This design comes from an exercise in tuning for a short achievable clock period and few clock cycles on the open sky130 flow, not from production work.
RTL that was checked went through simulation tests only; none was proved equivalent to the original.
No functional check of the RTL was part of run 2.
Power is estimated from default activity; no workload was simulated.

==> flow/design.v <==
`default_nettype none
package rv_isa_pkg;
  typedef logic [4:0] reg_idx_t;
  typedef logic [6:0] opcode_t;
  typedef logic [2:0] funct3_t;
  localparam opcode_t op_lui    = 7'b0110111;
  localparam opcode_t op_auipc  = 7'b0010111;
  localparam opcode_t op_jal    = 7'b1101111;
  localparam opcode_t op_jalr   = 7'b1100111;
  localparam opcode_t op_branch = 7'b1100011;
  localparam opcode_t op_load   = 7'b0000011;
  localparam opcode_t op_store  = 7'b0100011;
  localparam opcode_t op_imm    = 7'b0010011;
  localparam opcode_t op_reg    = 7'b0110011;
  localparam opcode_t op_system = 7'b1110011;
  localparam funct3_t f3_beq  = 3'b000;
  localparam funct3_t f3_bne  = 3'b001;
  localparam funct3_t f3_blt  = 3'b100;
  localparam funct3_t f3_bge  = 3'b101;
  localparam funct3_t f3_bltu = 3'b110;
  localparam funct3_t f3_bgeu = 3'b111;
  localparam funct3_t f3_mem_b  = 3'b000;
  localparam funct3_t f3_mem_h  = 3'b001;
  localparam funct3_t f3_mem_w  = 3'b010;
  localparam funct3_t f3_mem_bu = 3'b100;
  localparam funct3_t f3_mem_hu = 3'b101;
  localparam funct3_t f3_add  = 3'b000;
  localparam funct3_t f3_sll  = 3'b001;
  localparam funct3_t f3_slt  = 3'b010;
  localparam funct3_t f3_sltu = 3'b011;
  localparam funct3_t f3_xor  = 3'b100;
  localparam funct3_t f3_sr   = 3'b101;
  localparam funct3_t f3_or   = 3'b110;
  localparam funct3_t f3_and  = 3'b111;
  localparam logic [6:0] funct7_alt = 7'b0100000;
endpackage
`default_nettype wire
`default_nettype none
package rv_core_pkg;
  typedef logic [32-1:0]   word_t;
  typedef logic [32/8-1:0] byte_en_t;
  typedef enum logic [3:0] {
    alu_add,
    alu_sub,
    alu_sll,
    alu_slt,
    alu_sltu,
    alu_xor,
    alu_srl,
    alu_sra,
    alu_or,
    alu_and,
    alu_pass_b
  } alu_op_e;
  typedef enum logic [1:0] {
    wb_alu,
    wb_load,
    wb_link
  } wb_sel_e;
  typedef enum logic [1:0] {
    size_byte,
    size_half,
    size_word
  } mem_size_e;
endpackage
`default_nettype wire
`timescale 1ns/10ps
`default_nettype none
module rv_decoder (
  input  rv_core_pkg::word_t     insn,
  output rv_isa_pkg::reg_idx_t   rs1,
  output rv_isa_pkg::reg_idx_t   rs2,
  output rv_isa_pkg::reg_idx_t   rd,
  output rv_isa_pkg::funct3_t    funct3,
  output rv_core_pkg::word_t     imm,
  output rv_core_pkg::alu_op_e   alu_op,
  output logic                   alu_src_imm,
  output logic                   alu_src_pc,
  output rv_core_pkg::wb_sel_e   wb_sel,
  output logic                   reg_we,
  output logic                   is_branch,
  output logic                   is_jal,
  output logic                   is_jalr,
  output logic                   is_load,
  output logic                   is_store,
  output rv_core_pkg::mem_size_e mem_size,
  output logic                   load_unsigned,
  output logic                   halt
);
  rv_isa_pkg::opcode_t  opcode;
  logic [6:0]           funct7;
  logic                 funct7_ok;
  logic                 is_shift;
  rv_core_pkg::alu_op_e alu_fn;
  rv_core_pkg::word_t   imm_i;
  rv_core_pkg::word_t   imm_s;
  rv_core_pkg::word_t   imm_b;
  rv_core_pkg::word_t   imm_u;
  rv_core_pkg::word_t   imm_j;
  assign opcode = insn[6:0];
  assign rd     = insn[11:7];
  assign funct3 = insn[14:12];
  assign rs1    = insn[19:15];
  assign rs2    = insn[24:20];
  assign funct7 = insn[31:25];
  assign imm_i = {{20{insn[31]}}, insn[31:20]};
  assign imm_s = {{20{insn[31]}}, insn[31:25], insn[11:7]};
  assign imm_b = {{20{insn[31]}}, insn[7], insn[30:25], insn[11:8], 1'b0};
  assign imm_u = {insn[31:12], 12'b0};
  assign imm_j = {{12{insn[31]}}, insn[19:12], insn[20], insn[30:21], 1'b0};
  assign is_shift  = funct3 == rv_isa_pkg::f3_sll || funct3 == rv_isa_pkg::f3_sr;
  assign funct7_ok = funct7 == 7'b0 ||
                     (funct7 == rv_isa_pkg::funct7_alt &&
                      (funct3 == rv_isa_pkg::f3_sr ||
                       (funct3 == rv_isa_pkg::f3_add && opcode == rv_isa_pkg::op_reg)));
  always_comb begin
    case (funct3)
      rv_isa_pkg::f3_add: begin
        alu_fn = (opcode == rv_isa_pkg::op_reg && insn[30]) ? rv_core_pkg::alu_sub
                                                             : rv_core_pkg::alu_add;
      end
      rv_isa_pkg::f3_sll:  alu_fn = rv_core_pkg::alu_sll;
      rv_isa_pkg::f3_slt:  alu_fn = rv_core_pkg::alu_slt;
      rv_isa_pkg::f3_sltu: alu_fn = rv_core_pkg::alu_sltu;
      rv_isa_pkg::f3_xor:  alu_fn = rv_core_pkg::alu_xor;
      rv_isa_pkg::f3_sr:   alu_fn = insn[30] ? rv_core_pkg::alu_sra : rv_core_pkg::alu_srl;
      rv_isa_pkg::f3_or:   alu_fn = rv_core_pkg::alu_or;
      default:             alu_fn = rv_core_pkg::alu_and;
    endcase
  end
  always_comb begin
    imm           = '0;
    alu_op        = rv_core_pkg::alu_add;
    alu_src_imm   = 1'b0;
    alu_src_pc    = 1'b0;
    wb_sel        = rv_core_pkg::wb_alu;
    reg_we        = 1'b0;
    is_branch     = 1'b0;
    is_jal        = 1'b0;
    is_jalr       = 1'b0;
    is_load       = 1'b0;
    is_store      = 1'b0;
    mem_size      = rv_core_pkg::size_word;
    load_unsigned = 1'b0;
    halt          = 1'b0;
    case (opcode)
      rv_isa_pkg::op_lui: begin
        imm         = imm_u;
        alu_op      = rv_core_pkg::alu_pass_b;
        alu_src_imm = 1'b1;
        reg_we      = 1'b1;
      end
      rv_isa_pkg::op_auipc: begin
        imm         = imm_u;
        alu_src_imm = 1'b1;
        alu_src_pc  = 1'b1;
        reg_we      = 1'b1;
      end
      rv_isa_pkg::op_jal: begin
        imm    = imm_j;
        is_jal = 1'b1;
        wb_sel = rv_core_pkg::wb_link;
        reg_we = 1'b1;
      end
      rv_isa_pkg::op_jalr: begin
        imm = imm_i;
        if (funct3 == 3'b000) begin
          is_jalr = 1'b1;
          wb_sel  = rv_core_pkg::wb_link;
          reg_we  = 1'b1;
        end
      end
      rv_isa_pkg::op_branch: begin
        imm = imm_b;
        is_branch = funct3[2:1] != 2'b01;
      end
      rv_isa_pkg::op_load: begin
        imm           = imm_i;
        alu_src_imm   = 1'b1;
        wb_sel        = rv_core_pkg::wb_load;
        load_unsigned = funct3[2];
        case (funct3)
          rv_isa_pkg::f3_mem_b, rv_isa_pkg::f3_mem_bu: mem_size = rv_core_pkg::size_byte;
          rv_isa_pkg::f3_mem_h, rv_isa_pkg::f3_mem_hu: mem_size = rv_core_pkg::size_half;
          default:                                     mem_size = rv_core_pkg::size_word;
        endcase
        is_load = funct3 != 3'b011 && funct3[2:1] != 2'b11;
        reg_we  = is_load;
      end
      rv_isa_pkg::op_store: begin
        imm         = imm_s;
        alu_src_imm = 1'b1;
        case (funct3)
          rv_isa_pkg::f3_mem_b: mem_size = rv_core_pkg::size_byte;
          rv_isa_pkg::f3_mem_h: mem_size = rv_core_pkg::size_half;
          default:              mem_size = rv_core_pkg::size_word;
        endcase
        is_store = funct3[2] == 1'b0 && funct3 != 3'b011;
      end
      rv_isa_pkg::op_imm: begin
        imm         = imm_i;
        alu_op      = alu_fn;
        alu_src_imm = 1'b1;
        reg_we      = !is_shift || funct7_ok;
      end
      rv_isa_pkg::op_reg: begin
        alu_op = alu_fn;
        reg_we = funct7_ok;
      end
      rv_isa_pkg::op_system: begin
        halt = insn[31:7] == 25'b0;
      end
      default: begin
      end
    endcase
  end
endmodule
`default_nettype wire
`timescale 1ns/10ps
`default_nettype none
module rv_regfile (
  input  logic                 clk,
  input  logic                 rst,
  input  logic                 we,
  input  rv_isa_pkg::reg_idx_t rs1,
  input  rv_isa_pkg::reg_idx_t rs2,
  input  rv_isa_pkg::reg_idx_t rd,
  input  rv_core_pkg::word_t   rd_data,
  output rv_core_pkg::word_t   rs1_data,
  output rv_core_pkg::word_t   rs2_data
);
  rv_core_pkg::word_t regs [32];
  always_ff @(posedge clk) begin
    if (rst) begin
      for (int i = 0; i < 32; i++) begin
        regs[i] <= '0;
      end
    end else if (we && rd != '0) begin
      regs[rd] <= rd_data;
    end
  end
  assign rs1_data = regs[rs1];
  assign rs2_data = regs[rs2];
endmodule
`default_nettype wire
`timescale 1ns/10ps
`default_nettype none
module rv_pc_unit (
  input  logic                clk,
  input  logic                rst,
  input  logic                is_branch,
  input  logic                is_jal,
  input  logic                is_jalr,
  input  rv_isa_pkg::funct3_t funct3,
  input  rv_core_pkg::word_t  rs1_data,
  input  rv_core_pkg::word_t  rs2_data,
  input  rv_core_pkg::word_t  imm,
  output rv_core_pkg::word_t  pc,
  output rv_core_pkg::word_t  pc_plus4
);
  rv_core_pkg::word_t pc_next;
  rv_core_pkg::word_t target;
  rv_core_pkg::word_t jalr_sum;
  logic               taken;
  always_comb begin
    case (funct3)
      rv_isa_pkg::f3_beq:  taken = rs1_data == rs2_data;
      rv_isa_pkg::f3_bne:  taken = rs1_data != rs2_data;
      rv_isa_pkg::f3_blt:  taken = $signed(rs1_data) < $signed(rs2_data);
      rv_isa_pkg::f3_bge:  taken = $signed(rs1_data) >= $signed(rs2_data);
      rv_isa_pkg::f3_bltu: taken = rs1_data < rs2_data;
      rv_isa_pkg::f3_bgeu: taken = rs1_data >= rs2_data;
      default:             taken = 1'b0;
    endcase
  end
  assign pc_plus4 = pc + 32'd4;
  assign target   = pc + imm;
  assign jalr_sum = rs1_data + imm;
  always_comb begin
    if (is_jalr) begin
      pc_next = {jalr_sum[32-1:1], 1'b0};
    end else if (is_jal || (is_branch && taken)) begin
      pc_next = target;
    end else begin
      pc_next = pc_plus4;
    end
  end
  always_ff @(posedge clk) begin
    if (rst) begin
      pc <= 32'h0000_0000;
    end else begin
      pc <= pc_next;
    end
  end
endmodule
`default_nettype wire
`timescale 1ns/10ps
`default_nettype none
module rv_execute (
  input  rv_core_pkg::alu_op_e alu_op,
  input  logic                 alu_src_imm,
  input  logic                 alu_src_pc,
  input  rv_core_pkg::wb_sel_e wb_sel,
  input  rv_core_pkg::word_t   pc,
  input  rv_core_pkg::word_t   pc_plus4,
  input  rv_core_pkg::word_t   rs1_data,
  input  rv_core_pkg::word_t   rs2_data,
  input  rv_core_pkg::word_t   imm,
  input  rv_core_pkg::word_t   load_value,
  output rv_core_pkg::word_t   alu_result,
  output rv_core_pkg::word_t   rd_data
);
  rv_core_pkg::word_t op_a;
  rv_core_pkg::word_t op_b;
  logic [4:0]         shamt;
  assign op_a  = alu_src_pc ? pc : rs1_data;
  assign op_b  = alu_src_imm ? imm : rs2_data;
  assign shamt = op_b[4:0];
  always_comb begin
    case (alu_op)
      rv_core_pkg::alu_add:    alu_result = op_a + op_b;
      rv_core_pkg::alu_sub:    alu_result = op_a - op_b;
      rv_core_pkg::alu_sll:    alu_result = op_a << shamt;
      rv_core_pkg::alu_slt:    alu_result = rv_core_pkg::word_t'($signed(op_a) < $signed(op_b));
      rv_core_pkg::alu_sltu:   alu_result = rv_core_pkg::word_t'(op_a < op_b);
      rv_core_pkg::alu_xor:    alu_result = op_a ^ op_b;
      rv_core_pkg::alu_srl:    alu_result = op_a >> shamt;
      rv_core_pkg::alu_sra:    alu_result = rv_core_pkg::word_t'($signed(op_a) >>> shamt);
      rv_core_pkg::alu_or:     alu_result = op_a | op_b;
      rv_core_pkg::alu_and:    alu_result = op_a & op_b;
      rv_core_pkg::alu_pass_b: alu_result = op_b;
      default:                 alu_result = '0;
    endcase
  end
  always_comb begin
    case (wb_sel)
      rv_core_pkg::wb_load: rd_data = load_value;
      rv_core_pkg::wb_link: rd_data = pc_plus4;
      default:              rd_data = alu_result;
    endcase
  end
endmodule
`default_nettype wire
`timescale 1ns/10ps
`default_nettype none
module rv_lsu (
  input  logic                   is_load,
  input  logic                   is_store,
  input  logic                   load_unsigned,
  input  rv_core_pkg::mem_size_e mem_size,
  input  rv_core_pkg::word_t     alu_result,
  input  rv_core_pkg::word_t     rs2_data,
  input  rv_core_pkg::word_t     load_data_from_dmem,
  output rv_core_pkg::word_t     addr_to_dmem,
  output rv_core_pkg::word_t     store_data_to_dmem,
  output rv_core_pkg::byte_en_t  store_we_to_dmem,
  output rv_core_pkg::word_t     load_value
);
  logic [1:0]  offset;
  logic [7:0]  load_byte;
  logic [15:0] load_half;
  assign offset       = alu_result[1:0];
  assign addr_to_dmem = {alu_result[31:2], 2'b00};
  always_comb begin
    store_we_to_dmem = '0;
    case (mem_size)
      rv_core_pkg::size_byte: begin
        store_data_to_dmem = {4{rs2_data[7:0]}};
        store_we_to_dmem   = 4'b0001 << offset;
      end
      rv_core_pkg::size_half: begin
        store_data_to_dmem = {2{rs2_data[15:0]}};
        store_we_to_dmem   = offset[1] ? 4'b1100 : 4'b0011;
      end
      default: begin
        store_data_to_dmem = rs2_data;
        store_we_to_dmem   = 4'b1111;
      end
    endcase
    if (!is_store) begin
      store_we_to_dmem = '0;
    end
  end
  assign load_byte = load_data_from_dmem[8*offset +: 8];
  assign load_half = offset[1] ? load_data_from_dmem[31:16] : load_data_from_dmem[15:0];
  always_comb begin
    case (mem_size)
      rv_core_pkg::size_byte: begin
        load_value = {{24{load_byte[7] & !load_unsigned}}, load_byte};
      end
      rv_core_pkg::size_half: begin
        load_value = {{16{load_half[15] & !load_unsigned}}, load_half};
      end
      default: load_value = load_data_from_dmem;
    endcase
  end
endmodule
`default_nettype wire
`timescale 1ns/10ps
`default_nettype none
module rv_core (
  input  logic                  clk,
  input  logic                  rst,
  input  rv_core_pkg::word_t    insn_from_imem,
  input  rv_core_pkg::word_t    load_data_from_dmem,
  output rv_core_pkg::word_t    pc_to_imem,
  output rv_core_pkg::word_t    addr_to_dmem,
  output rv_core_pkg::word_t    store_data_to_dmem,
  output rv_core_pkg::byte_en_t store_we_to_dmem,
  output logic                  halt
);
  rv_isa_pkg::reg_idx_t   rs1;
  rv_isa_pkg::reg_idx_t   rs2;
  rv_isa_pkg::reg_idx_t   rd;
  rv_isa_pkg::funct3_t    funct3;
  rv_core_pkg::word_t     imm;
  rv_core_pkg::alu_op_e   alu_op;
  logic                   alu_src_imm;
  logic                   alu_src_pc;
  rv_core_pkg::wb_sel_e   wb_sel;
  logic                   reg_we;
  logic                   is_branch;
  logic                   is_jal;
  logic                   is_jalr;
  logic                   is_load;
  logic                   is_store;
  rv_core_pkg::mem_size_e mem_size;
  logic                   load_unsigned;
  rv_core_pkg::word_t     rs1_data;
  rv_core_pkg::word_t     rs2_data;
  rv_core_pkg::word_t     pc_plus4;
  rv_core_pkg::word_t     alu_result;
  rv_core_pkg::word_t     rd_data;
  rv_core_pkg::word_t     load_value;
  rv_pc_unit i_pc_unit (
    .clk       (clk),
    .rst       (rst),
    .is_branch (is_branch),
    .is_jal    (is_jal),
    .is_jalr   (is_jalr),
    .funct3    (funct3),
    .rs1_data  (rs1_data),
    .rs2_data  (rs2_data),
    .imm       (imm),
    .pc        (pc_to_imem),
    .pc_plus4  (pc_plus4)
  );
  rv_decoder i_decoder (
    .insn          (insn_from_imem),
    .rs1           (rs1),
    .rs2           (rs2),
    .rd            (rd),
    .funct3        (funct3),
    .imm           (imm),
    .alu_op        (alu_op),
    .alu_src_imm   (alu_src_imm),
    .alu_src_pc    (alu_src_pc),
    .wb_sel        (wb_sel),
    .reg_we        (reg_we),
    .is_branch     (is_branch),
    .is_jal        (is_jal),
    .is_jalr       (is_jalr),
    .is_load       (is_load),
    .is_store      (is_store),
    .mem_size      (mem_size),
    .load_unsigned (load_unsigned),
    .halt          (halt)
  );
  rv_regfile i_regfile (
    .clk      (clk),
    .rst      (rst),
    .we       (reg_we),
    .rs1      (rs1),
    .rs2      (rs2),
    .rd       (rd),
    .rd_data  (rd_data),
    .rs1_data (rs1_data),
    .rs2_data (rs2_data)
  );
  rv_execute i_execute (
    .alu_op      (alu_op),
    .alu_src_imm (alu_src_imm),
    .alu_src_pc  (alu_src_pc),
    .wb_sel      (wb_sel),
    .pc          (pc_to_imem),
    .pc_plus4    (pc_plus4),
    .rs1_data    (rs1_data),
    .rs2_data    (rs2_data),
    .imm         (imm),
    .load_value  (load_value),
    .alu_result  (alu_result),
    .rd_data     (rd_data)
  );
  rv_lsu i_lsu (
    .is_load             (is_load),
    .is_store            (is_store),
    .load_unsigned       (load_unsigned),
    .mem_size            (mem_size),
    .alu_result          (alu_result),
    .rs2_data            (rs2_data),
    .load_data_from_dmem (load_data_from_dmem),
    .addr_to_dmem        (addr_to_dmem),
    .store_data_to_dmem  (store_data_to_dmem),
    .store_we_to_dmem    (store_we_to_dmem),
    .load_value          (load_value)
  );
endmodule
`default_nettype wire
==> flow/run.sh <==
#!/bin/bash
# synth_recipe.tcl (not shown) runs the flow's synth.tcl, then flattens the netlist and writes it again
# the make line also repeats each setting of config.mk as NAME=value (left out here)
make -C /OpenROAD-flow-scripts/flow DESIGN_CONFIG=/design/flow/config.mk WORK_HOME=/design/flow/orfs CLKGATE_MAP_FILE= SYNTH_SCRIPT=/design/flow/synth_recipe.tcl finish
==> flow/config.mk <==
export PLATFORM = sky130hd
export DESIGN_NAME = rv_core
export DESIGN_NICKNAME = rv_core
export VERILOG_FILES = /design/flow/design.v
export SDC_FILE = /design/flow/constraint.sdc
export NUM_CORES = 4
export LEC_CHECK = 0
export CAP_MARGIN = 20
export CORE_MARGIN = 2
export CORE_UTILIZATION = 40
export SETUP_SLACK_MARGIN = 0.2
export SLEW_MARGIN = 20
==> flow/constraint.sdc <==
create_clock -name core_clock -period 13.5 [get_ports {clk}]
set_input_delay 2.7000 -clock core_clock [delete_from_list [all_inputs] [get_ports {clk}]]
set_output_delay 2.7000 -clock core_clock [all_outputs]
set_load 0.01 [all_outputs]
==> results.sh, run 1 <==
export IMPL_critPathMaxStageDelay_ns=0.82
export IMPL_coreArea_um2=176000
export IMPL_async_flop_share_pct=0
export IMPL_vias=60600
export IMPL_wl_met3_mm=42.4
export IMPL_grt_ovfl_total=0
export IMPL_portBuffers=164
export IMPL_fin_crit_ns=12.90
export IMPL_ys_seq_area_share_pct=44.5
export IMPL_rsz0062_at_grt="false"
export IMPL_wl_met2_mm=142
export IMPL_finalHoldViolCount=0
export IMPL_criticalPathCategory="in2out"
export IMPL_yosys_area_top_type="edfxtp_1"
export IMPL_start_util_pct=40.2
export IMPL_arrival_ns=10.20
export IMPL_gp_congestion=1.06
export IMPL_max_freq_ghz=0.0775
export IMPL_wire_per_inst_um=37.7
export IMPL_synth_edf_count=1024
export IMPL_ys_ff_latch=1056
export IMPL_status="finished clean"
export IMPL_synth_commonest_cells="1024 x edfxtp_1, 650 x a21oi_1, 649 x nor2_1, 502 x mux4_2, 377 x clkbuf_1"
export IMPL_cts_hold_buffers=0
export IMPL_drv_cap=0
export IMPL_fillers=16300
export IMPL_gr_usage_all_layers_pct=35.3
export IMPL_syn_area_um2=70600
export IMPL_drc_errors=0
export IMPL_critical_path_required_ns=10.80
export IMPL_cts_buffers=112
export IMPL_crit_path_start_kind="input port"
export IMPL_cp_end_kind="primary output"
export IMPL_multiInputGateArea_um2=36400
export IMPL_postCtsSetupBuffers=0
export IMPL_cts_htree_levels=3
export IMPL_drt_initial_drc_count=9584
export IMPL_fin_crit_sh_pct=95.6
export IMPL_top_layer="met5"
export IMPL_netlist_top_cells_area="edfxtp_1 44%, mux4_2 16%, a21oi_1 4.6%"
export IMPL_yosys_warnings=5
export IMPL_synth_cell_type_count=103
export IMPL_synth_most_common_cell="edfxtp_1"
export IMPL_root_buffer="clkbuf_16"
export IMPL_grt_pass1_wl_mm=450
export IMPL_crit_fanout=25
export IMPL_slew_violations=0
export IMPL_setup_viol=0
export IMPL_ioPinCount=167
export IMPL_post_dp_cell_area_um2=75400
export IMPL_netlist_area_leader_share_pct=43.6
export IMPL_skew_ns=0.0515
export IMPL_cts_tree="done"
export IMPL_firstDrtPassIters=9
export IMPL_met1_length_mm=111
export IMPL_viasPerCell=7.04
export IMPL_postSynthAreaPerCell_um2=11.4
export IMPL_slowest_stage="and3b_2"
export IMPL_dieArea_um2=180000
export IMPL_fin_area_um2=79200
export IMPL_power_density_nw_per_um2=128
export IMPL_num_nets_final=6423
export IMPL_die_w_um=424
export IMPL_num_rows=154
export IMPL_cts_resized=0
export IMPL_grt_antenna_before_repair=15
export IMPL_hp_class="reg2reg"
export IMPL_antenna_left=0
export IMPL_holdWs_ns=0.679
export IMPL_layout_drive_gt1_share_pct=18.6
export IMPL_grt_max_degree=98
export IMPL_grt_pass1_vias=57800
export IMPL_regArea_um2=31400
export IMPL_die_h_um=424
export IMPL_fin_util_pct=45.1
export IMPL_syn_to_final_growth_pct=12.2
export IMPL_critPathBufInv=3
export IMPL_worst_pin_slew_ns=1.31
export IMPL_p_leak_nw=28.8
export IMPL_syn_inst=6163
export IMPL_ys_flop_type="edfxtp_1"
export IMPL_peakVddDrop_mv=0.103
export IMPL_relSlewSlack_pct=10.3
export IMPL_clkTransAtPathRegs_ns=0.05
export IMPL_crit_path_cell_trace="clkdlybuf4s50_1, buf_4, and3b_2, a22oi_1, o2111ai_1, a31oi_1, ha_1, fa_1, nor2b_1, o21ai_0, a311o_1, a31oi_1, a311o_1, a21oi_1, o31ai_1, a31o_2, a2111oi_0, nor3_1, o32ai_1, clkdlybuf4s50_1"
export IMPL_clockBufferDepth=3
export IMPL_clock_sinks=1056
export IMPL_totalWireLength_mm=325
export IMPL_dpl_hpwl_mm=218
export IMPL_worstSkewPairLatency_ns=0.76
export IMPL_path_delay_family="compound AO/OA/AOI/OAI gates"
==> layer usage <==
| metal | GRT usage [%] | vias to the layer above |
|---|---|---|
| met5 | 0.484 | - |
| li1 | - | 24200 |
| met1 | 43.5 | 30100 |
| met3 | 9.23 | 1189 |
| met2 | 53.3 | 5050 |
| met4 | 26.0 | 11 |
==> sequential cells by signal, summed over array words and instances, names as in the netlist, named ones only <==
name / cells
i_regfile.regs: 1024
i_pc_unit.pc: 31
==> stage by stage <==
stage	std cells	setup TNS [ns]	setup slack, ns	power, mW
6_report	8606	0	0.598	10.2
5_1_grt	8593	0	0.459	10.4
4_1_cts	8590	0	0.838	10.0
3_5_place_dp	8385	0	0.859	6.91
3_3_place_gp	8384	-0.0382	-0.0382	6.90
2_1_floorplan	6196	0	0.699	5.62
==> layout make-up <==
type / count / share of cell area, %
Clock inverter: 78 / 0.993
Sequential cell: 1056 / 39.7
Tap cell: 2340 / 3.70
Multi-Input combinational cell: 4376 / 46.0
Inverter: 151 / 0.716
Antenna cell: 15 / 0.0474
Timing Repair Buffer: 463 / 5.24
Clock buffer: 127 / 3.69
==> placed cells by master (no fill, tap or decap), types with 101 or more instances in the layout <==
cell             synthesis  final
o21ai_0                178    174
buf_4                   49    283
inv_1                  147    145
ha_1                   193    193
edfxtp_1              1024   1024
mux4_2                 502    502
nor2_1                 649    641
nand3_1                112    101
clkbuf_16                0    115
a31oi_1                112    109
nand2_1                258    240
mux2i_1                247    244
clkdlybuf4s50_1          0    154
nor3_1                 262    260
a21oi_1                650    650
==> cell families (layout without fill, tap and decap cells) <==
kind of cell	count (synthesis)	after routing	share of synthesized area (%)
buffers and inverters	764	819	4.86
AND/OR/NAND/NOR	1582	1582	10.3
other	1	49	0.00531
XOR/XNOR	89	89	1.10
flip-flops	1056	1056	44.5
AO/OA/AOI/OAI	1708	1708	15.9
multiplexers	766	766	19.8
adder cells (fa/ha/maj)	197	197	3.54
==> path summary, 6_finish.rpt <==
path	start	slack, ns	to	cells past startpoint
worst max-delay path	insn_from_imem[18]	0.60	addr_to_dmem[30]	20
worst min-delay path	i_pc_unit.pc[1]	0.68	i_pc_unit.pc[1]	2
worst max register to register	i_regfile.regs[31][1]	5.74	i_regfile.regs[9][31]	26
worst min register to register	i_pc_unit.pc[1]	0.68	i_pc_unit.pc[1]	2
==> power breakdown <==
| group | internal [mW] | total (mW) | switching, mW |
|---|---|---|---|
| combinational | 1.00 | 3.21 | 2.21 |
| clock | 1.80 | 3.18 | 1.38 |
| sequential | 3.70 | 3.76 | 0.0641 |
| total | 6.50 | 10.2 | 3.66 |
==> worst register-to-register path, delay by kind of cell (launching register included) <==
kind                       cells  cell delay (ns)
muxes                          2             0.71
adders and majority gates      1             0.31
DFF                            1             0.40
AOI/OAI and AO/OA             14             3.77
buffers and inverters          7             1.76
and+or+nand+nor                2             0.52
Testbench counts, summed over its fixed seeds: cycles 620,852.
==> run 2: changes to the inputs <==
--- a/flow/design.v
+++ b/flow/design.v
@@ -411,97 +411,339 @@
 );
-  rv_isa_pkg::reg_idx_t   rs1;
-  rv_isa_pkg::reg_idx_t   rs2;
-  rv_isa_pkg::reg_idx_t   rd;
-  rv_isa_pkg::funct3_t    funct3;
-  rv_core_pkg::word_t     imm;
-  rv_core_pkg::alu_op_e   alu_op;
-  logic                   alu_src_imm;
-  logic                   alu_src_pc;
-  rv_core_pkg::wb_sel_e   wb_sel;
-  logic                   reg_we;
-  logic                   is_branch;
-  logic                   is_jal;
-  logic                   is_jalr;
-  logic                   is_load;
-  logic                   is_store;
-  rv_core_pkg::mem_size_e mem_size;
-  logic                   load_unsigned;
-  rv_core_pkg::word_t     rs1_data;
-  rv_core_pkg::word_t     rs2_data;
-  rv_core_pkg::word_t     pc_plus4;
-  rv_core_pkg::word_t     alu_result;
-  rv_core_pkg::word_t     rd_data;
-  rv_core_pkg::word_t     load_value;
-  rv_pc_unit i_pc_unit (
-    .clk       (clk),
-    .rst       (rst),
-    .is_branch (is_branch),
-    .is_jal    (is_jal),
-    .is_jalr   (is_jalr),
-    .funct3    (funct3),
-    .rs1_data  (rs1_data),
-    .rs2_data  (rs2_data),
-    .imm       (imm),
-    .pc        (pc_to_imem),
-    .pc_plus4  (pc_plus4)
-  );
-  rv_decoder i_decoder (
-    .insn          (insn_from_imem),
-    .rs1           (rs1),
-    .rs2           (rs2),
-    .rd            (rd),
-    .funct3        (funct3),
-    .imm           (imm),
-    .alu_op        (alu_op),
-    .alu_src_imm   (alu_src_imm),
-    .alu_src_pc    (alu_src_pc),
-    .wb_sel        (wb_sel),
-    .reg_we        (reg_we),
-    .is_branch     (is_branch),
-    .is_jal        (is_jal),
-    .is_jalr       (is_jalr),
-    .is_load       (is_load),
-    .is_store      (is_store),
-    .mem_size      (mem_size),
-    .load_unsigned (load_unsigned),
-    .halt          (halt)
-  );
-  rv_regfile i_regfile (
-    .clk      (clk),
-    .rst      (rst),
-    .we       (reg_we),
-    .rs1      (rs1),
-    .rs2      (rs2),
-    .rd       (rd),
-    .rd_data  (rd_data),
-    .rs1_data (rs1_data),
-    .rs2_data (rs2_data)
-  );
-  rv_execute i_execute (
-    .alu_op      (alu_op),
-    .alu_src_imm (alu_src_imm),
-    .alu_src_pc  (alu_src_pc),
-    .wb_sel      (wb_sel),
-    .pc          (pc_to_imem),
-    .pc_plus4    (pc_plus4),
-    .rs1_data    (rs1_data),
-    .rs2_data    (rs2_data),
-    .imm         (imm),
-    .load_value  (load_value),
-    .alu_result  (alu_result),
-    .rd_data     (rd_data)
-  );
-  rv_lsu i_lsu (
-    .is_load             (is_load),
-    .is_store            (is_store),
-    .load_unsigned       (load_unsigned),
-    .mem_size            (mem_size),
-    .alu_result          (alu_result),
-    .rs2_data            (rs2_data),
-    .load_data_from_dmem (load_data_from_dmem),
-    .addr_to_dmem        (addr_to_dmem),
-    .store_data_to_dmem  (store_data_to_dmem),
-    .store_we_to_dmem    (store_we_to_dmem),
-    .load_value          (load_value)
-  );
+  localparam int BB   = 5;               
+  localparam int NB   = 1 << BB;
+  localparam int TAGW = 30 - BB;
+  localparam logic [1:0] K_BR  = 2'd0;   
+  localparam logic [1:0] K_JMP = 2'd1;   
+  localparam logic [1:0] K_RET = 2'd2;   
+  logic [31:0] pc_f;
+  logic [31:0] ras;
+  logic [NB-1:0]   btb_v;
+  logic [TAGW-1:0] btb_tag  [NB];
+  logic [29:0]     btb_tgt  [NB];
+  logic [1:0]      btb_kind [NB];
+  logic [1:0]      btb_ctr  [NB];
+  logic            u_we;
+  logic [BB-1:0]   u_idx;
+  logic [TAGW-1:0] u_tag;
+  logic [29:0]     u_tgt;
+  logic [1:0]      u_kind;
+  logic [1:0]      u_ctr;
+  logic        d_valid;
+  logic [31:0] d_pc, d_insn, d_pnpc;
+  logic        d_ptaken, d_hit;
+  logic [1:0]  d_ctr;
+  logic        x_valid;
+  logic [31:0] x_pc, x_pc4, x_tgt, x_pnpc, x_opa, x_opb, x_std, x_pres;
+  logic        x_fa1, x_fa2, x_fb1, x_fb2, x_fs1, x_fs2;
+  logic        x_s_add, x_s_sub, x_s_sll, x_s_srl, x_s_sra, x_s_slt, x_s_sltu;
+  logic        x_s_xor, x_s_or, x_s_and, x_s_pres;
+  logic        x_br, x_jal, x_jalr, x_ld, x_st, x_we, x_ecall, x_bogus, x_call, x_ret;
+  logic [2:0]  x_f3;
+  logic [4:0]  x_rd;
+  logic        x_ptaken, x_hit;
+  logic [1:0]  x_ctr;
+  logic        m_valid;
+  logic [31:0] m_res, m_addr, m_sd, m_pnpc, m_pc;
+  logic [3:0]  m_strb;
+  logic        m_ld, m_we, m_jalr, m_ecall, m_ret;
+  logic [4:0]  m_rd;
+  logic [2:0]  m_f3;
+  logic        w_we, w_ld;
+  logic [31:0] w_res, w_raw;
+  logic [4:0]  w_rd;
+  logic [2:0]  w_f3;
+  logic [1:0]  w_off;
+  logic [31:0] rf [32];
+  logic [BB-1:0] f_idx;
+  logic          f_hit, f_ptaken;
+  logic [1:0]    f_kind, f_ctr;
+  logic [31:0]   f_pc4, f_pnpc;
+  assign pc_to_imem = pc_f;
+  assign f_idx    = pc_f[BB+1:2];
+  assign f_hit    = btb_v[f_idx] && btb_tag[f_idx] == pc_f[31:BB+2];
+  assign f_kind   = btb_kind[f_idx];
+  assign f_ctr    = btb_ctr[f_idx];
+  assign f_ptaken = f_hit && (f_kind != K_BR || f_ctr[1]);
+  assign f_pc4    = pc_f + 32'd4;
+  assign f_pnpc   = !f_ptaken ? f_pc4 : (f_kind == K_RET) ? ras : {btb_tgt[f_idx], 2'b00};
+  logic [6:0]  op;
+  logic [2:0]  f3;
+  logic [4:0]  rd, rs1, rs2;
+  logic        i_lui, i_auipc, i_jal, i_jalr, i_br, i_ld, i_st, i_imm, i_reg, i_ecall;
+  logic        use1, use2, use_imm, wen, f7ok, f7alt;
+  logic [31:0] imm_i, imm_s, imm_b, imm_u, imm_j, imm, tadd;
+  logic [31:0] d_pc4, d_tgt, rv1, rv2, w_val;
+  logic        stall, redir_x, redir_m;
+  logic [31:0] tgt_x, tgt_m;
+  assign op  = d_insn[6:0];
+  assign rd  = d_insn[11:7];
+  assign f3  = d_insn[14:12];
+  assign rs1 = d_insn[19:15];
+  assign rs2 = d_insn[24:20];
+  assign i_lui   = op == 7'b0110111;
+  assign i_auipc = op == 7'b0010111;
+  assign i_jal   = op == 7'b1101111;
+  assign i_jalr  = op == 7'b1100111 && f3 == 3'b000;
+  assign i_br    = op == 7'b1100011 && f3[2:1] != 2'b01;
+  assign i_ld    = op == 7'b0000011 && f3 != 3'b011 && f3[2:1] != 2'b11;
+  assign i_st    = op == 7'b0100011 && f3[2] == 1'b0 && f3 != 3'b011;
+  assign i_imm   = op == 7'b0010011;
+  assign i_reg   = op == 7'b0110011;
+  assign i_ecall = op == 7'b1110011 && d_insn[31:7] == 25'b0;
+  assign f7alt = d_insn[31:25] == 7'b0100000;
+  assign f7ok  = d_insn[31:25] == 7'b0 ||
+                 (f7alt && (f3 == 3'b101 || (f3 == 3'b000 && i_reg)));
+  assign imm_i = {{20{d_insn[31]}}, d_insn[31:20]};
+  assign imm_s = {{20{d_insn[31]}}, d_insn[31:25], d_insn[11:7]};
+  assign imm_b = {{20{d_insn[31]}}, d_insn[7], d_insn[30:25], d_insn[11:8], 1'b0};
+  assign imm_u = {d_insn[31:12], 12'b0};
+  assign imm_j = {{12{d_insn[31]}}, d_insn[19:12], d_insn[20], d_insn[30:21], 1'b0};
+  assign use1    = i_jalr || i_br || i_ld || i_st || i_imm || i_reg;
+  assign use2    = i_br || i_st || i_reg;
+  assign use_imm = i_imm || i_ld || i_st || i_jalr;
+  assign imm     = i_st ? imm_s : imm_i;
+  assign wen     = (i_lui || i_auipc || i_jal || i_jalr || i_ld ||
+                    (i_imm && (!(f3 == 3'b001 || f3 == 3'b101) || f7ok)) ||
+                    (i_reg && f7ok)) && rd != 5'd0;
+  assign tadd  = i_jal ? imm_j : i_auipc ? imm_u : imm_b;
+  assign d_tgt = d_pc + tadd;
+  assign d_pc4 = d_pc + 32'd4;
+  logic [7:0]  wb_byte;
+  logic [15:0] wb_half;
+  assign wb_byte = w_raw[8*w_off +: 8];
+  assign wb_half = w_off[1] ? w_raw[31:16] : w_raw[15:0];
+  always_comb begin
+    if (!w_ld)                 w_val = w_res;
+    else if (w_f3[1:0] == 2'b00) w_val = {{24{wb_byte[7] & !w_f3[2]}}, wb_byte};
+    else if (w_f3[1:0] == 2'b01) w_val = {{16{wb_half[15] & !w_f3[2]}}, wb_half};
+    else                       w_val = w_raw;
+  end
+  assign rv1 = (w_we && w_rd == rs1) ? w_val : rf[rs1];
+  assign rv2 = (w_we && w_rd == rs2) ? w_val : rf[rs2];
+  logic a1, a2, b1, b2, ld_hz;
+  assign a1 = x_valid && x_we && x_rd == rs1;
+  assign a2 = m_valid && m_we && m_rd == rs1;
+  assign b1 = x_valid && x_we && x_rd == rs2;
+  assign b2 = m_valid && m_we && m_rd == rs2;
+  assign ld_hz = (use1 && ((a1 && x_ld) || (a2 && m_ld))) ||
+                 (use2 && ((b1 && x_ld) || (b2 && m_ld)));
+  assign stall = d_valid && ld_hz;
+  logic [31:0] a, b, sd, sum, dif, sll_r, srl_r, sra_r, res;
+  logic        eq, lt, ltu, cond, taken;
+  logic [3:0]  strb;
+  logic [31:0] sdata;
+  assign a  = x_fa1 ? m_res : x_fa2 ? w_res : x_opa;
+  assign b  = x_fb1 ? m_res : x_fb2 ? w_res : x_opb;
+  assign sd = x_fs1 ? m_res : x_fs2 ? w_res : x_std;
+  assign sum   = a + b;
+  assign dif   = a - b;
+  assign sll_r = a << b[4:0];
+  assign srl_r = a >> b[4:0];
+  assign sra_r = $signed(a) >>> b[4:0];
+  assign eq    = a == b;
+  assign lt    = $signed(a) < $signed(b);
+  assign ltu   = a < b;
+  assign res = ({32{x_s_add}}  & sum)   | ({32{x_s_sub}} & dif)   |
+               ({32{x_s_sll}}  & sll_r) | ({32{x_s_srl}} & srl_r) |
+               ({32{x_s_sra}}  & sra_r) |
+               {31'b0, (x_s_slt && lt) || (x_s_sltu && ltu)} |
+               ({32{x_s_xor}}  & (a ^ b)) | ({32{x_s_or}} & (a | b)) |
+               ({32{x_s_and}}  & (a & b)) | ({32{x_s_pres}} & x_pres);
+  always_comb begin
+    case (x_f3)
+      3'b000:  cond = eq;
+      3'b001:  cond = !eq;
+      3'b100:  cond = lt;
+      3'b101:  cond = !lt;
+      3'b110:  cond = ltu;
+      default: cond = !ltu;
+    endcase
+  end
+  assign taken = x_jal || (x_br && cond);
+  always_comb begin
+    case (x_f3[1:0])
+      2'b00: begin
+        strb  = 4'b0001 << sum[1:0];
+        sdata = {4{sd[7:0]}};
+      end
+      2'b01: begin
+        strb  = sum[1] ? 4'b1100 : 4'b0011;
+        sdata = {2{sd[15:0]}};
+      end
+      default: begin
+        strb  = 4'b1111;
+        sdata = sd;
+      end
+    endcase
+  end
+  assign tgt_m   = {m_addr[31:1], 1'b0};
+  assign redir_m = m_valid && m_jalr && tgt_m != m_pnpc;
+  assign redir_x = x_valid && !redir_m &&
+                   (((x_br || x_jal) && taken != x_ptaken) || x_bogus);
+  assign tgt_x   = taken ? x_tgt : x_pc4;
+  assign addr_to_dmem       = {m_addr[31:2], 2'b00};
+  assign store_data_to_dmem = m_sd;
+  assign store_we_to_dmem   = m_strb;
+  assign halt               = m_valid && m_ecall;
+  always_ff @(posedge clk) begin
+    if (rst) begin
+      pc_f <= 32'h0;
+    end else if (redir_m) begin
+      pc_f <= tgt_m;
+    end else if (redir_x) begin
+      pc_f <= tgt_x;
+    end else if (!stall) begin
+      pc_f <= f_pnpc;
+    end
+  end
+  always_ff @(posedge clk) begin
+    if (rst || redir_m || redir_x) begin
+      d_valid <= 1'b0;
+    end else if (!stall) begin
+      d_valid <= 1'b1;
+    end
+    if (!stall) begin
+      d_pc     <= pc_f;
+      d_insn   <= insn_from_imem;
+      d_pnpc   <= f_pnpc;
+      d_ptaken <= f_ptaken;
+      d_hit    <= f_hit;
+      d_ctr    <= f_ctr;
+    end
+  end
+  logic go_d;
+  assign go_d = d_valid && !stall && !redir_x && !redir_m;
+  always_ff @(posedge clk) begin
+    if (rst) begin
+      x_valid <= 1'b0;
+      x_we    <= 1'b0;
+    end else begin
+      x_valid <= go_d;
+      x_we    <= go_d && wen;
+    end
+    x_pc     <= d_pc;
+    x_pc4    <= d_pc4;
+    x_tgt    <= d_tgt;
+    x_pnpc   <= d_pnpc;
+    x_ptaken <= d_ptaken;
+    x_hit    <= d_hit;
+    x_ctr    <= d_ctr;
+    x_opa    <= rv1;
+    x_opb    <= use_imm ? imm : rv2;
+    x_std    <= rv2;
+    x_pres   <= i_lui ? imm_u : i_auipc ? d_tgt : d_pc4;
+    x_fa1    <= use1 && a1;
+    x_fa2    <= use1 && !a1 && a2;
+    x_fb1    <= !use_imm && use2 && b1;
+    x_fb2    <= !use_imm && use2 && !b1 && b2;
+    x_fs1    <= b1;
+    x_fs2    <= !b1 && b2;
+    x_s_add  <= ((i_imm || i_reg) && f3 == 3'b000 && !(i_reg && d_insn[30])) || i_ld || i_st;
+    x_s_sub  <= i_reg && f3 == 3'b000 && d_insn[30];
+    x_s_sll  <= (i_imm || i_reg) && f3 == 3'b001;
+    x_s_srl  <= (i_imm || i_reg) && f3 == 3'b101 && !d_insn[30];
+    x_s_sra  <= (i_imm || i_reg) && f3 == 3'b101 && d_insn[30];
+    x_s_slt  <= (i_imm || i_reg) && f3 == 3'b010;
+    x_s_sltu <= (i_imm || i_reg) && f3 == 3'b011;
+    x_s_xor  <= (i_imm || i_reg) && f3 == 3'b100;
+    x_s_or   <= (i_imm || i_reg) && f3 == 3'b110;
+    x_s_and  <= (i_imm || i_reg) && f3 == 3'b111;
+    x_s_pres <= i_lui || i_auipc || i_jal || i_jalr;
+    x_br     <= i_br;
+    x_jal    <= i_jal;
+    x_jalr   <= i_jalr;
+    x_ld     <= i_ld;
+    x_st     <= i_st;
+    x_ecall  <= i_ecall;
+    x_bogus  <= d_ptaken && !(i_br || i_jal || i_jalr);
+    x_call   <= (i_jal || i_jalr) && rd == 5'd1;
+    x_ret    <= i_jalr && rs1 == 5'd1 && rd == 5'd0;
+    x_f3     <= f3;
+    x_rd     <= rd;
+  end
+  logic go_x;
+  assign go_x = x_valid && !redir_m;
+  always_ff @(posedge clk) begin
+    if (rst) begin
+      m_valid <= 1'b0;
+      m_we    <= 1'b0;
+      m_strb  <= 4'b0;
+    end else begin
+      m_valid <= go_x;
+      m_we    <= go_x && x_we;
+      m_strb  <= (go_x && x_st) ? strb : 4'b0;
+    end
+    m_res   <= res;
+    m_addr  <= sum;
+    m_sd    <= sdata;
+    m_pnpc  <= x_pnpc;
+    m_pc    <= x_pc;
+    m_ld    <= x_ld;
+    m_jalr  <= x_jalr;
+    m_ret   <= x_ret;
+    m_ecall <= x_ecall;
+    m_rd    <= x_rd;
+    m_f3    <= x_f3;
+  end
+  always_ff @(posedge clk) begin
+    if (rst) begin
+      w_we <= 1'b0;
+    end else begin
+      w_we <= m_we;
+    end
+    w_ld  <= m_ld;
+    w_res <= m_res;
+    w_raw <= load_data_from_dmem;
+    w_rd  <= m_rd;
+    w_f3  <= m_f3;
+    w_off <= m_addr[1:0];
+  end
+  always_ff @(posedge clk) begin
+    if (rst) begin
+      for (int i = 0; i < 32; i++) rf[i] <= '0;
+    end else if (w_we) begin
+      rf[w_rd] <= w_val;
+    end
+  end
+  always_ff @(posedge clk) begin
+    if (rst) begin
+      ras <= '0;
+    end else if (go_x && x_call) begin
+      ras <= x_pc4;
+    end
+  end
+  always_ff @(posedge clk) begin
+    if (rst) begin
+      u_we <= 1'b0;
+    end else if (redir_m) begin
+      u_we   <= 1'b1;
+      u_idx  <= m_pc[BB+1:2];
+      u_tag  <= m_pc[31:BB+2];
+      u_tgt  <= tgt_m[31:2];
+      u_kind <= m_ret ? K_RET : K_JMP;
+      u_ctr  <= 2'b11;
+    end else begin
+      u_we   <= x_valid && ((x_br && (x_hit || taken)) || (x_jal && !x_hit));
+      u_idx  <= x_pc[BB+1:2];
+      u_tag  <= x_pc[31:BB+2];
+      u_tgt  <= x_tgt[31:2];
+      u_kind <= x_jal ? K_JMP : K_BR;
+      if (!x_hit)              u_ctr <= 2'b11;
+      else if (taken)          u_ctr <= (x_ctr == 2'b11) ? 2'b11 : x_ctr + 2'b01;
+      else                     u_ctr <= (x_ctr == 2'b00) ? 2'b00 : x_ctr - 2'b01;
+    end
+  end
+  always_ff @(posedge clk) begin
+    if (rst) begin
+      btb_v <= '0;
+    end else if (u_we) begin
+      btb_v[u_idx] <= 1'b1;
+    end
+    if (u_we) begin
+      btb_tag[u_idx]  <= u_tag;
+      btb_tgt[u_idx]  <= u_tgt;
+      btb_kind[u_idx] <= u_kind;
+      btb_ctr[u_idx]  <= u_ctr;
+    end
+  end
 endmodule
==> flow/flow/run.sh (new file) <==
#!/bin/bash
# Standard layout (the standard flow's synthesis, floorplan, placement, CTS and routing), with the
# timing repair asked to aim for slack well above zero at the design's clock period, so
# that it sizes and buffers the critical paths instead of stopping at the first met slack.
set -euo pipefail
export SETUP_SLACK_MARGIN=10
bash standard.sh > standard_flow.log 2>&1
==> flow/standard.sh (new file) <==
#!/bin/bash
# synth_recipe.tcl (not shown) runs the flow's synth.tcl, then flattens the netlist and writes it again
# the make line also repeats each setting of config.mk as NAME=value (left out here)
make -C /OpenROAD-flow-scripts/flow DESIGN_CONFIG=/design/flow/config.mk WORK_HOME=/design/flow/orfs CLKGATE_MAP_FILE= SYNTH_SCRIPT=/design/flow/synth_recipe.tcl "${@:-finish}"
--- a/flow/config.mk
+++ b/flow/config.mk
@@ -10,3 +10,2 @@
 export CORE_UTILIZATION = 40
-export SETUP_SLACK_MARGIN = 0.2
 export SLEW_MARGIN = 20
removed: flow/run.sh
==> results.sh, run 2 <==
export IMPL_status="finished clean"
export IMPL_largest_reg_flops=1024
export IMPL_gr_usage_all_layers_pct=29.2
export IMPL_fillers=33800
export IMPL_worstSkewPairLatency_ns=0.99
export IMPL_relSlewSlack_pct=19.3
export IMPL_max_freq_ghz=0.205
export IMPL_die_h_um=642
export IMPL_root_buffer="clkbuf_16"
export IMPL_firstDrtPassIters=6
export IMPL_criticalPathCategory="reg2reg"
export IMPL_die_w_um=642
export IMPL_crit_fanout=8
export IMPL_slew_violations=0
export IMPL_synth_most_common_cell="edfxtp_1"
export IMPL_syn_inst=10400
export IMPL_power_mw=28.0
export IMPL_worst_pin_slew_ns=1.20
export IMPL_drc_errors=0
export IMPL_skew_ns=0.0819
export IMPL_drt_initial_drc_count=16800
export IMPL_grt_antenna_before_repair=36
export IMPL_grt_max_degree=116
export IMPL_antenna_left=0
export IMPL_fin_crit_ns=4.89
export IMPL_largest_register="rf"
export IMPL_wire_per_inst_um=37.1
export IMPL_ys_seq_area_share_pct=64.8
export IMPL_synth_cell_type_count=98
export IMPL_ys_ff_latch=3734
export IMPL_totalWireLength_mm=623
export IMPL_synth_edf_count=3076
export IMPL_critical_path_required_ns=14.38
export IMPL_layout_drive_gt1_share_pct=31.7
export IMPL_fin_crit_sh_pct=36.2
export IMPL_clkTransAtPathRegs_ns=0.06
export IMPL_rsz0062_at_grt="true"
export IMPL_dieArea_um2=413000
export IMPL_netlist_area_leader_share_pct=56.7
export IMPL_dpl_hpwl_mm=344
export IMPL_fin_area_um2=197000
export IMPL_cp_end_kind="flop"
export IMPL_finalHoldViolCount=0
export IMPL_yosys_warnings=1
export IMPL_grt_ovfl_total=0
export IMPL_portBuffers=164
export IMPL_clockBufferDepth=4
export IMPL_tns_ns=0
export IMPL_power_density_nw_per_um2=142
export IMPL_post_dp_cell_area_um2=172000
export IMPL_clock_sinks=3734
export IMPL_start_util_pct=40.2
export IMPL_p_leak_nw=67.0
export IMPL_largestRegisters="rf: 1024 flops, btb_tgt: 960 flops, btb_tag: 800 flops"
export IMPL_viasPerCell=6.33
export IMPL_coreArea_um2=406000
export IMPL_async_flop_share_pct=0
export IMPL_syn_to_final_growth_pct=20.7
export IMPL_layout_commonest_cell="edfxtp_1"
export IMPL_postSynthAreaPerCell_um2=15.7
export IMPL_syn_area_um2=163000
export IMPL_layout_common_cells="3076 x edfxtp_1, 1338 x nor2_1, 1171 x mux4_2, 538 x dfxtp_1, 537 x nand2_1"
export IMPL_netlist_top_cells_area="edfxtp_1 57%, mux4_2 16%, dfxtp_1 8.1%"
export IMPL_grt_pass1_vias=103000
export IMPL_grt_pass1_wl_mm=843
export IMPL_yosys_area_top_type="edfxtp_1"
export IMPL_ys_flop_type="edfxtp_1"
export IMPL_num_rows=234
export IMPL_gp_congestion=0.935
export IMPL_ioPinCount=167
export IMPL_arrival_ns=5.76
export IMPL_cts_htree_levels=5
export IMPL_synth_commonest_cells="3076 x edfxtp_1, 1397 x nor2_1, 1171 x mux4_2, 658 x dfxtp_1, 619 x nand2_1"
export IMPL_hp_class="reg2reg"
export IMPL_cts_buffers=388
export IMPL_setup_viol=0
export IMPL_num_nets_final=11200
export IMPL_cts_tree="done"
export IMPL_crit_path_start_kind="flop"
export IMPL_vias=107000
export IMPL_drv_cap=0
export IMPL_peakVddDrop_mv=0.130
run 2: path summary, 6_finish.rpt:
| path | endpoint | cells past startpoint | slack, ns | start |
|---|---|---|---|---|
| worst max-delay path | pc_f[30] | 20 | 8.61 | x_fa2 |
| worst min-delay path | m_pnpc[5] | 0 | 0.30 | x_pnpc[5] |
| worst max register to register | pc_f[30] | 20 | 8.61 | x_fa2 |
| worst min register to register | m_pnpc[5] | 0 | 0.30 | x_pnpc[5] |
run 2: layout make-up:
| class | instances | area (µm²) | share of cell area, % |
|---|---|---|---|
| Clock inverter | 199 | 1790 | 0.912 |
| Clock buffer | 520 | 10800 | 5.48 |
| Tap cell | 5428 | 6790 | 3.45 |
| Inverter | 153 | 657 | 0.334 |
| Timing Repair inverter | 1 | 30.0 | 0.0153 |
| Multi-Input combinational cell | 5757 | 59200 | 30.1 |
| Timing Repair Buffer | 974 | 11500 | 5.86 |
| Antenna cell | 53 | 133 | 0.0674 |
| Sequential cell | 3734 | 106000 | 53.8 |
run 2: kinds of logic after synthesis:
family	synth area share [%]
AO/OA/AOI/OAI	4.68
XOR/XNOR	1.16
adder cells (fa/ha/maj)	1.07
buffers and inverters	2.44
flip-flops	64.8
multiplexers	19.7
other	0.00230
AND/OR/NAND/NOR	6.15
run 2: routing by layer:
| layer | vias to the layer above | share of wire [%] | wire, µm | track usage (%) |
|---|---|---|---|---|
| met5 | - | 0.015 | 92 | 0 |
| met4 | 14 | 7.5 | 47000 | 17.8 |
| met3 | 1636 | 12 | 71800 | 6.14 |
| met2 | 7598 | 44 | 277000 | 44.0 |
| met1 | 55600 | 37 | 228000 | 38.9 |
| li1 | 41700 | - | - | - |
run 2: through the flow:
step	setup WS (ns)	util [%]	hold WS (ns)	cells
CTS	8.71	47.8	0.306	16600
global route	8.57	48.5	0.323	16800
finish	8.61	48.5	0.300	16800
floorplan	8.74	-	0.310	10400
detailed placement	7.32	42.3	0.312	15400
global placement	7.35	42.3	0.311	15400
run 2: worst max-delay path, cell delays in order, from the launching register on:
cell,delay (ns)
dfxtp_4,0.43
buf_12,0.16
mux2_4,0.31
mux2i_4,0.20
ha_4,0.25
or3_4,0.33
or4_4,0.50
or4_4,0.55
nor3_4,0.20
xnor2_1,0.12
nor3_2,0.19
a311oi_4,0.07
buf_6,0.16
buf_6,0.11
buf_6,0.11
a31oi_4,0.20
buf_12,0.17
buf_16,0.16
mux2i_1,0.20
o21ai_0,0.12
a221o_1,0.28
run 2: power breakdown:
group          internal [mW]  leakage [nW]  switching [mW]  total [mW]
logic                   1.68          26.0            2.39        4.07
registers               12.8          34.9           0.454        13.2
clock network           6.04          6.13            4.64        10.7
run 2: repair_timing:
action / in CTS / in global routing
setup buffers: 393 / 108
hold buffers: 0 / 0
endpoints found under the setup margin: 3436 / 1357
gates resized for setup: 1470 / 245
pin swaps: 208 / 138
gates cloned: 126 / 20

## port drivers added, routing unchanged
How much do the figures lean on ideal ports? The routed layouts below were timed once more, with nothing changed but the port constraints.
Step 1, drivers: a clkbuf_16 drives clk and a buf_2 each remaining input, both assumed.
Step 2 also shifts input and output timing later by t, the mid clock arrival at the registers, as if the neighbouring blocks saw the same clock.
Slacks: no drivers / after step 1 / after step 2; pairs: no drivers / after step 1.
run | t (ns) | setup WS [ns] | worst hold slack (ns) | worst slew at a driven data input, ns | cell pins on the clock port's net
run 1 | 0.818 | 0.598 / 0.571 / 0.571 | 0.679 / 0.679 / 0.679 | 0.24 | 1
run 2 | 1.071 | 8.614 / 8.614 / 8.014 | 0.300 / 0.300 / 0.300 | 0.33 | 1
After both steps setup and hold are still met in every run listed. For run 2, which loses most, drivers alone change the setup slack by 0.000 ns; drivers and shift together by -0.600 ns.
